From an optimization exercise on the open Yosys and OpenROAD flow, aimed at small area and a short achievable clock period; shortcuts taken in it are not production practice.
In this exercise RTL edits were held to simulation tests only and were not proved equivalent to the original.
No activity file was given, so power comes from the tool's default toggle rates.

==> module mem_wb_stage_param, before the edit <==
module mem_wb_stage_param #(
    parameter int DATA_W   = 32,
    parameter int ADDR_W   = 7,
    parameter int REG_W    = 5,
    parameter int READ_LAT = 3
) (
    input  logic              clk,
    input  logic              reset,
    input  logic              valid_MEM,
    input  logic              MemRead_MEM,
    input  logic              MemWrite_MEM,
    input  logic              ByteOp_MEM,
    input  logic              Unsigned_MEM,
    input  logic              ResultSrc_MEM,
    input  logic              RegWrite_MEM,
    input  logic [REG_W-1:0]  rd_MEM,
    input  logic [DATA_W-1:0] alu_result_MEM,
    input  logic [DATA_W-1:0] write_data_MEM,
    output logic              stall_MEM,
    output logic [DATA_W-1:0] mem_data_WB,
    output logic [DATA_W-1:0] alu_result_WB,
    output logic              ResultSrc_WB,
    output logic              RegWrite_WB,
    output logic              valid_WB,
    output logic [REG_W-1:0]  rd_WB
);
    localparam int DEPTH = 1 << ADDR_W;
    logic              is_store, is_load;
    logic [ADDR_W-1:0] addr;
    logic              phase;
    logic              w1, w0;           
    assign addr     = alu_result_MEM[ADDR_W-1:0];
    assign is_store = valid_MEM & MemWrite_MEM;
    assign is_load  = valid_MEM & MemRead_MEM & ~MemWrite_MEM;
    always_ff @(posedge clk) phase <= ~phase;
    logic              st_lo, st_hi;
    logic              st_lo_q, st_hi_q;    
    logic [DEPTH-1:0]  wsel;                
    logic [DATA_W-1:0] n_col;               
    assign st_lo = is_store;
    assign st_hi = is_store & ~ByteOp_MEM;
    always_ff @(posedge clk) begin
        st_lo_q <= st_lo;
        st_hi_q <= st_hi;
        for (int b = 0; b < DATA_W; b++)
            n_col[b] <= ~(((b < 8) ? st_lo : st_hi) & (write_data_MEM[b] ^ phase));
    end
    logic [DEPTH-1:0] sel_q, rsel;
    always_ff @(posedge clk) begin
        for (int r = 0; r < DEPTH; r++)
            sel_q[r] <= (addr == ADDR_W'(r));
    end
    assign wsel = sel_q;
    assign rsel = sel_q;
    logic [DATA_W*DEPTH-1:0] mem_q;
    genvar gr;
    generate
        for (gr = 0; gr < DEPTH; gr++) begin : g_row
            logic              a_lo, a_hi, nsel;
            logic [DATA_W-1:0] d;
            assign a_lo = wsel[gr] & st_lo_q;
            assign a_hi = wsel[gr] & st_hi_q;
            assign nsel = ~wsel[gr];
            mem_wb_wrow #(.W(DATA_W)) u_wrow (
                .q(mem_q[gr*DATA_W +: DATA_W]), .a_lo(a_lo), .a_hi(a_hi),
                .nsel(nsel), .n_col(n_col), .d(d));
            always_ff @(posedge clk)
                mem_q[gr*DATA_W +: DATA_W] <= d;
        end
    endgenerate
    localparam int NBANK = 4;
    localparam int BROWS = DEPTH / NBANK;       
    localparam int N3    = 10;                  
    localparam int N2    = 1;                   
    localparam int NGRP  = N3 + N2;
    logic [NBANK-1:0][NGRP-1:0][DATA_W-1:0] grp_n;   
    logic [NBANK-1:0][DATA_W-1:0]           bank_w, bank_q;
    genvar gk, gg;
    generate
        for (gk = 0; gk < NBANK; gk++) begin : g_bank
            for (gg = 0; gg < N3; gg++) begin : g_rd3
                localparam int R0 = gk * BROWS + 3 * gg;
                mem_wb_rd3 #(.W(DATA_W)) u_rd3 (
                    .d0(mem_q[R0*DATA_W +: DATA_W]),     .s0(rsel[R0]),
                    .d1(mem_q[(R0+1)*DATA_W +: DATA_W]), .s1(rsel[R0+1]),
                    .d2(mem_q[(R0+2)*DATA_W +: DATA_W]), .s2(rsel[R0+2]),
                    .y_n(grp_n[gk][gg]));
            end
            for (gg = 0; gg < N2; gg++) begin : g_rd2
                localparam int R0 = gk * BROWS + 3 * N3 + 2 * gg;
                mem_wb_rd2 #(.W(DATA_W)) u_rd2 (
                    .d0(mem_q[R0*DATA_W +: DATA_W]),     .s0(rsel[R0]),
                    .d1(mem_q[(R0+1)*DATA_W +: DATA_W]), .s1(rsel[R0+1]),
                    .y_n(grp_n[gk][N3+gg]));
            end
        end
    endgenerate
    always_comb begin
        for (int k = 0; k < NBANK; k++) begin
            bank_w[k] = '1;
            for (int g = 0; g < NGRP; g++)
                bank_w[k] = bank_w[k] & grp_n[k][g];
            bank_w[k] = ~bank_w[k];
        end
    end
    always_ff @(posedge clk) bank_q <= bank_w;
    logic [DATA_W-1:0] rword, rdata, load_data;
    always_comb begin
        rword = '0;
        for (int k = 0; k < NBANK; k++)
            rword = rword | bank_q[k];
    end
    assign rdata = rword ^ {DATA_W{~phase}};
    always_comb begin
        load_data = rdata;
        if (ByteOp_MEM)
            load_data = Unsigned_MEM ? DATA_W'(rdata[7:0]) : DATA_W'($signed(rdata[7:0]));
    end
    logic stall;
    assign stall = w1 | (~w0 & is_load);
    mem_wb_stall u_stall_out (
        .w1(w1), .w0(w0), .valid(valid_MEM), .rd(MemRead_MEM), .wr(MemWrite_MEM),
        .stall(stall_MEM));
    always_ff @(posedge clk) begin
        if (reset) begin
            w1 <= 1'b0;
            w0 <= 1'b0;
        end else begin
            w1 <= ~w1 & ~w0 & is_load;
            w0 <= w1;
        end
    end
    always_ff @(posedge clk) begin
        if (reset) begin
            mem_data_WB   <= '0;
            alu_result_WB <= '0;
            ResultSrc_WB  <= 1'b0;
            RegWrite_WB   <= 1'b0;
            valid_WB      <= 1'b0;
            rd_WB         <= '0;
        end else if (stall) begin
            valid_WB    <= 1'b0;
            RegWrite_WB <= 1'b0;
        end else begin
            valid_WB      <= valid_MEM;
            RegWrite_WB   <= valid_MEM & RegWrite_MEM;
            ResultSrc_WB  <= ResultSrc_MEM;
            rd_WB         <= rd_MEM;
            alu_result_WB <= alu_result_MEM;
            if (is_load)
                mem_data_WB <= load_data;
        end
    end
endmodule
==> module mem_wb_stall, before the edit <==
module mem_wb_stall (
    input  logic w1,
    input  logic w0,
    input  logic valid,
    input  logic rd,
    input  logic wr,
    output logic stall
);
    assign stall = w1 | (~w0 & valid & rd & ~wr);
endmodule
clock: 5.6 ns
lec_check: 0
cap_margin: 20
core_margin: 2
core_utilization: 65
cts_cluster_diameter: 80
cts_cluster_size: 24
setup_slack_margin: 2.75
slew_margin: 20
synth_hierarchical: 1
synth_minimum_keep_size: 0
run.sh (not shown) runs the stock make flow with config.mk's settings and CLKGATE_MAP_FILE= SYNTH_SCRIPT=/design/flow/synth_recipe.tcl, a recipe that flattens the netlist after the stock synthesis.
Then changed:
--- a/flow/design.v
+++ b/flow/design.v
@@ -32,19 +32,20 @@
     assign addr     = alu_result_MEM[ADDR_W-1:0];
     assign is_store = valid_MEM & MemWrite_MEM;
     assign is_load  = valid_MEM & MemRead_MEM & ~MemWrite_MEM;
     always_ff @(posedge clk) phase <= ~phase;
-    logic              st_lo, st_hi;
     logic              st_lo_q, st_hi_q;    
+    logic [DATA_W-1:0] wd_q;
     logic [DEPTH-1:0]  wsel;                
     logic [DATA_W-1:0] n_col;               
-    assign st_lo = is_store;
-    assign st_hi = is_store & ~ByteOp_MEM;
     always_ff @(posedge clk) begin
-        st_lo_q <= st_lo;
-        st_hi_q <= st_hi;
+        st_lo_q <= is_store;
+        st_hi_q <= is_store & ~ByteOp_MEM;
+        wd_q    <= write_data_MEM;
+    end
+    always_comb begin
         for (int b = 0; b < DATA_W; b++)
-            n_col[b] <= ~(((b < 8) ? st_lo : st_hi) & (write_data_MEM[b] ^ phase));
+            n_col[b] = ~(((b < 8) ? st_lo_q : st_hi_q) & (wd_q[b] ^ ~phase));
     end
     logic [DEPTH-1:0] sel_q, rsel;
     always_ff @(posedge clk) begin
         for (int r = 0; r < DEPTH; r++)
@@ -115,13 +116,9 @@
         load_data = rdata;
         if (ByteOp_MEM)
             load_data = Unsigned_MEM ? DATA_W'(rdata[7:0]) : DATA_W'($signed(rdata[7:0]));
     end
-    logic stall;
-    assign stall = w1 | (~w0 & is_load);
-    mem_wb_stall u_stall_out (
-        .w1(w1), .w0(w0), .valid(valid_MEM), .rd(MemRead_MEM), .wr(MemWrite_MEM),
-        .stall(stall_MEM));
+    assign stall_MEM = w1 | (~w0 & is_load);
     always_ff @(posedge clk) begin
         if (reset) begin
             w1 <= 1'b0;
             w0 <= 1'b0;
@@ -137,9 +134,9 @@
             ResultSrc_WB  <= 1'b0;
             RegWrite_WB   <= 1'b0;
             valid_WB      <= 1'b0;
             rd_WB         <= '0;
-        end else if (stall) begin
+        end else if (stall_MEM) begin
             valid_WB    <= 1'b0;
             RegWrite_WB <= 1'b0;
         end else begin
             valid_WB      <= valid_MEM;
@@ -150,18 +147,8 @@
             if (is_load)
                 mem_data_WB <= load_data;
         end
     end
-endmodule
-module mem_wb_stall (
-    input  logic w1,
-    input  logic w0,
-    input  logic valid,
-    input  logic rd,
-    input  logic wr,
-    output logic stall
-);
-    assign stall = w1 | (~w0 & valid & rd & ~wr);
 endmodule
 module mem_wb_wrow #(
     parameter int W = 32
 ) (
- wire length fell by 0.82%
- sequential power is about the same
- via count stays flat
- power increases by 0.35%
- clock power hardly moves
- count of clock-buffer cells in the layout drops by 4
- cell area came out higher by 0.41%
- flip-flop and latch count does not change
- area after synthesis hardly moves
- global-route usage decreases by 0.45 points

## afterwards: timing with drivers on the ports
How much do the figures lean on ideal ports? The routed layouts below were timed once more, with nothing changed but the port constraints. Step 1 sets driving cells, clkbuf_16 on the clock port and buf_2 on the other inputs (assumed; they add their load-dependent delay and slew). Step 2 also shifts input and output timing later by t, the mid clock arrival at the registers, as if the neighbouring blocks saw the same clock. a / b / c = no drivers / after step 1 / after step 2; a / b = the first two.
| run | shift t [ns] | slack for setup (ns) | worst setup path after step 2 | worst register clock-pin slew, ns | pins driven straight from the clock port |
|---|---|---|---|---|---|
| the first run | 0.978 | 2.668 / 2.621 / 1.986 | input to register | 0.10 / 0.10 | 1 |
| the second run | 0.982 | 2.599 / 2.599 / 2.102 | input to register | 0.10 / 0.10 | 1 |
After both steps setup and hold are still met in every run listed. For the first run, which loses most, drivers alone change the setup slack by -0.047 ns; drivers and shift together by -0.682 ns.
